Background: an optimization exercise with open tools, aiming at small area, a short achievable clock period and few clock cycles per item. Do not read the settings as production practice.
The RTL was checked by simulation tests, not by an equivalence proof against the original design.

==> flow/design.v (outline; a module is shown in full before it is edited, if it fits) <==
// module cos_input_port: 31 lines
// module mul_cs: 296 lines
// module sq_cs: 224 lines
// module term_c2: 236 lines
// module term_c5: 150 lines
// module term_c4: 126 lines
// module term_c7: 214 lines
// module term_c3_c6: 209 lines
// module add_pfx: 28 lines
// module term_add: 20 lines
// module carry_pfx: 25 lines
// module cos_output_port: 56 lines
// module cos_taylor_top: 270 lines
module cos_taylor_top (
	input  logic                                    major_clk,
	input  logic                                    rst,
	input  logic                                    in_req,
	input  logic signed [cos_pkg::angle_width-1:0]  in_angle,
	output logic                                    in_ack,
	output logic                                    out_req,
	input  logic                                    out_ack,
	output logic signed [cos_pkg::result_width-1:0] out_result
);
  // ...
==> flow/flow/run.sh <==
#!/bin/bash
set -euo pipefail
MARGIN=$(cat flow/margin.txt)
bash standard.sh SETUP_SLACK_MARGIN="$MARGIN" TNS_END_PERCENT=100 finish > standard.log 2>&1
==> flow/flow/margin.txt <==
6.35
==> flow/standard.sh <==
#!/bin/bash
# synth_recipe.tcl (not shown) runs the flow's synth.tcl, then flattens the netlist and writes it again
# the make line also repeats each setting of config.mk as NAME=value (left out here)
make -C /OpenROAD-flow-scripts/flow DESIGN_CONFIG=/design/flow/config.mk WORK_HOME=/design/flow/orfs CLKGATE_MAP_FILE= SYNTH_SCRIPT=/design/flow/synth_recipe.tcl "${@:-finish}"
==> flow/config.mk <==
export PLATFORM = sky130hd
export DESIGN_NAME = cos_taylor_top
export DESIGN_NICKNAME = cos_taylor_top
export VERILOG_FILES = /design/flow/design.v
export SDC_FILE = /design/flow/constraint.sdc
export NUM_CORES = 4
export LEC_CHECK = 0
export CAP_MARGIN = 20
export CORE_MARGIN = 2
export CORE_UTILIZATION = 40
export CTS_CLUSTER_DIAMETER = 70
export CTS_CLUSTER_SIZE = 24
export PLACE_DENSITY = 0.6
export SLEW_MARGIN = 20
==> flow/constraint.sdc <==
create_clock -name core_clock -period 9.5 [get_ports {major_clk}]
set_input_delay 1.9000 -clock core_clock [delete_from_list [all_inputs] [get_ports {major_clk}]]
set_output_delay 1.9000 -clock core_clock [all_outputs]
set_load 0.01 [all_outputs]
==> summary.md, run 1 <==
| Metric | Value |
|---|---|
| Critical R2R Launch | ra_x[5][3] |
| Footprint of the multi-input gates | 55800 sq um |
| Synth Cell Area | 88900 sq um |
| Cell mode on critical path | a21o_1 |
| Synth Area in Compound Gates | 11.4% |
| Final hold vios | 0 |
| Row cnt | 173 |
| Crit path buffers/inverters | 2 |
| Post-DP HPWL | 162000 um |
| Crit path DAT | 3790 ps |
| Final setup fails | 0 |
| Final WS setup | 6360 ps |
| Setup bufs post-CTS | 133 |
| Slew Limit Fails | 0 |
| Remaining DRCs | 0 |
| Top Registers | rb_c (150), rb_s (150) |
| Uppermost layer routed | met5 |
| Post-cts hold buffer count | 0 |
| Syn. warnings | 63 |
| Non-CTS inverters | 1431 |
| Synth Instances | 8548 |
| Initial DRC count | 5044 |
| Total grt overflow | 0 |
| Post-synthesis sequential area ratio | 29.9% |
| Root Buffer | clkbuf_16 |
| Tap cells | 2975 |
| Most frequent cell after synthesis | inv_1 |
| Total negative setup slack | 0 ps |
| Worst Path Class, Setup | flip-flop to flip-flop |
| Status | timing/DRC/antenna clean |
| RePlAce Congestion | 0.898 |
| #MultiIn Comb | 5280 |
Testbench counts, summed over its fixed seeds: cycles 4,344, items 2,048.
==> inputs of run 2 (changes only) <==
==> flow/flow/margin.txt (replaced) <==
6.2
==> summary.md, run 2 <==
| Metric | Value |
|---|---|
| Starting Density | 40.1% (unchanged) |
| Vias in the first global route | 62900 (was 63400) |
| Vert. Die Dim | 476 um (unchanged) |
| Worst-path fanout max | 1 (was 22) |
| Synth Cell Area | 88900 sq um (unchanged) |
| Syn. warnings | 63 (unchanged) |
| Commonest non-fill, non-tap cell in the layout | inv_1 (unchanged) |
| Ports | 38 (unchanged) |
| Top Registers | rb_c (150), rb_s (150) (unchanged) |
| Final setup fails | 0 (unchanged) |
| Vias per inst | 5.19 (was 5.23) |
| Worst path slowest cell | dfxtp_1 (unchanged) |
| Worst-Margin Slew | 955 ps (was 1120 ps) |
| Synth area leader | dfxtp_1 (unchanged) |
| Post-DP HPWL | 155000 um (was 162000 um) |
| Prevailing post-synth register cell | dfxtp_1 (unchanged) |
| Post-synthesis sequential area ratio | 29.9% (unchanged) |
| Synth Instances | 8548 (unchanged) |
| Required @ worst endpoint | 7600 ps (was 10150 ps) |
| Clock transition at path regs | 90 ps (about the same) |
| Die Footprint | 226000 sq um (unchanged) |
| Area Growth Syn to Fin | 9.72% (was 12.6%) |
| Synthesized area per cell | 10.4 sq um (unchanged) |
| Final hold vios | 0 (unchanged) |
| Total negative setup slack | 0 ps (unchanged) |
| Largest cells by area after synthesis | dfxtp_1 26%, fa_1 25%, ha_1 9.1% (unchanged) |
| CTS max path bufs | 3 (unchanged) |
| DR pass1 iterations | 6 (was 8) |
| Crit path largest cell delay | 330 ps (was 340 ps) |
| Initial antenna violation count | 6 (was 12) |
| CP cell instances | clkdlybuf4s15_1 (was buf_8, inv_1, ha_1, ha_1, ha_1, a41o_1, a21o_1, a21o_1, a21o_1, a21o_1, a21oi_1, nor2b_1, o21ai_0, nand2b_1) |
| Max cap viols | 0 (unchanged) |
| Slew Limit Fails | 0 (unchanged) |
| ANT nets after route | 0 (unchanged) |
| Most frequent cell after synthesis | inv_1 (unchanged) |
| WL/cell | 19.6 um (was 20.9 um) |
| Clock Sinks | 1276 (unchanged) |
| TritonCTS clock tree | done (unchanged) |
| Core area | 222000 sq um (unchanged) |
| Die X | 476 um (unchanged) |
| Most frequent cells in the layout | 1398 x inv_1, 1084 x fa_1, 977 x dfxtp_1, 817 x a22oi_1, 704 x xnor2_1 (was 1384 x inv_1, 1066 x fa_1, 966 x dfxtp_1, 785 x a22oi_1, 696 x xnor2_1) |
| H-tree Lvls | 3 (unchanged) |
| Top cells by count, synth | 1423 x inv_1, 1175 x dfxtp_1, 1094 x fa_1 (unchanged) |
| Share of post-route cells with drive strength above 1 | 8.91% (was 12.2%) |
| Slew headroom | 35.7% (was 25.2%) |
| Async set-or-reset flop fraction in the synthesized netlist | 0% (unchanged) |
| Crit. End Element | output pin (was flip-flop) |
| Crit path buffers/inverters | 1 (was 2) |
| Crit path DAT | 1340 ps (was 3790 ps) |
| Period utilization | 34.1% (was 33.0%) |
| Number of CTS-inserted buffers | 93 (was 96) |
| Remaining DRCs | 0 (unchanged) |
| Post-layout util | 44.0% (was 45.2%) |
| Hold Path Class | flip-flop to flip-flop (unchanged) |
| Clock skew | 45.6 ps (was 32.2 ps) |
| Final WL | 224000 um (was 242000 um) |
| Worst Path Class, Setup | flip-flop to output pin (was flip-flop to flip-flop) |
| Total grt overflow | 0 (unchanged) |
| Root Buffer | clkbuf_16 (unchanged) |
| FMAX | 0.309 GHz (was 0.319 GHz) |
| Worst skew pair latency | 780 ps (was 760 ps) |
| Critical path's top delay family | flip-flops (was compound AO/OA/AOI/OAI gates) |
| Mapped Nets | 10300 (unchanged) |
| GRT Resource Usage Total | 19.8% (was 21.0%) |
| EDFF count, synth | 101 (unchanged) |
| Status | timing/DRC/antenna clean (unchanged) |
| Unrepaired setup endpoints after global routing | yes (unchanged) |
| Nets | 10100 (was 10300) |
| RePlAce Congestion | 0.926 (was 0.898) |
| Initial DRC count | 4644 (was 5044) |
| Via count | 59200 (was 60600) |
| Netlist cell types | 74 (unchanged) |
| Period minus WS final | 3240 ps (was 3140 ps) |
| Row cnt | 173 (unchanged) |
| Largest net degree at the start of global routing | 78 (unchanged) |
| Seq cells post-synth | 1276 (unchanged) |
| Type of origin of the critical path | flip-flop (unchanged) |
| First-pass GRT wire length | 355000 um (was 369000 um) |
| Top cell type's share of synthesized area | 26.5% (unchanged) |
| I/O Buffers | 37 (unchanged) |
[run 2: changes by cell type in the layout (fill, tap and decap cells not counted), moves of 14 or more]
cell	before	now
o21ai_0	176	193
inv_2	30	13
fa_2	28	10
buf_12	38	11
buf_6	57	14
a22oi_2	32	0
dfxtp_4	178	89
buf_4	283	208
dfxtp_2	31	109
inv_1	1384	1398
a22oi_1	785	817
o21ai_1	24	10
fa_1	1066	1084
[run 2: per-stage QoR]
step / instance area (sq um) / cells / hold WS, ps / setup WS, ps
after global placement: 91700 / 11100 / 310 / 5030
after global routing: 97600 / 11400 / 314 / 6100
final: 97600 / 11400 / 314 / 6260
after detailed placement: 91700 / 11100 / 312 / 5130
after floorplan: 89200 / 8548 / 309 / 5840
after CTS: 96200 / 11300 / 314 / 6170
[run 2: layer usage]
| layer | GRT usage [%] | vias to the layer above | part of all wire, % |
|---|---|---|---|
| li1 | - | 26800 | - |
| met1 | 27.1 | 29800 | 44 |
| met2 | 32.4 | 2149 | 47 |
| met3 | 3.42 | 419 | 7.4 |
| met4 | 5.45 | 0 | 2.5 |
| met5 | 0 | - | 0 |
[run 2: path summary, 6_finish.rpt]
check	startpoint	to	slack, ps	cells after the start
worst min-delay path	rb_bd[2][6]	ra_bd[3][6]	310	0
worst min register to register	rb_bd[2][6]	ra_bd[3][6]	310	0
worst max-delay path	u_cos_output_port.out_result[14]	out_result[14]	6260	1
worst max register to register	ra_x[3][9]	rb_t1[3][6]	6290	7
[run 2: worst reg2reg max path, cell delays in order, from the launching register on]
cell        delay (ps)
dfxtp_4            540
clkinvlp_4         240
fa_1               560
inv_1               70
fa_1               470
fa_1               550
fa_1               400
mux2_2             260
[run 2: area by class of cell]
class	count	area (sq um)
Tap cell	2975	3720
Timing Repair inverter	1	7.51
Timing Repair Buffer	285	2580
Multi-Input combinational cell	5280	55300
Fill cell	20800	124000
Clock inverter	68	1120
Sequential cell	1276	27000
Clock buffer	99	2410
Antenna cell	2	5.00
Inverter	1430	5440
[run 2: kinds of logic (layout without fill, tap and decap cells)]
| family | count (synthesis) | after routing | share of synthesized area (%) |
|---|---|---|---|
| adders and majority gates | 1749 | 1749 | 33.8 |
| buffers and inverters | 1992 | 1883 | 8.41 |
| DFF | 1276 | 1276 | 29.9 |
| xor gates and xnor gates | 1117 | 1117 | 11.0 |
| AOI/OAI and AO/OA | 1467 | 1467 | 11.4 |
| and+or+nand+nor | 890 | 890 | 4.81 |
| muxes | 57 | 57 | 0.692 |
| other | 0 | 2 | 0 |
[run 2: repair_timing]
item / in CTS / in global routing
resized for setup: 255 / 174
buffers inserted: 68 / 99
endpoints found under the setup margin: 360 / 211
hold buffers: 0 / 0
pin swaps: 11 / 30
cloned: 2 / 1

-- what the ideal ports hide --
No port has a modelled driver above. Below, the same layouts with a new extraction and two added sets of constraints. Step 1, drivers: a clkbuf_16 drives major_clk and a buf_2 each remaining input, both assumed. Step 2, shift: input delay + t, output delay - t, t = (earliest + latest rising clock arrival at the registers) / 2. This alone moves slack from input paths to output paths. Three values: no drivers, after step 1, after step 2; two values: the first two.
| run | t, ns | setup slack, ns | pins driven straight from the clock port |
|---|---|---|---|
| run 1 | 0.833 | 6.361 / 6.308 / 6.361 | 1 |
| run 2 | 0.848 | 6.264 / 6.174 / 6.287 | 1 |
After both steps every run listed still meets setup and hold.
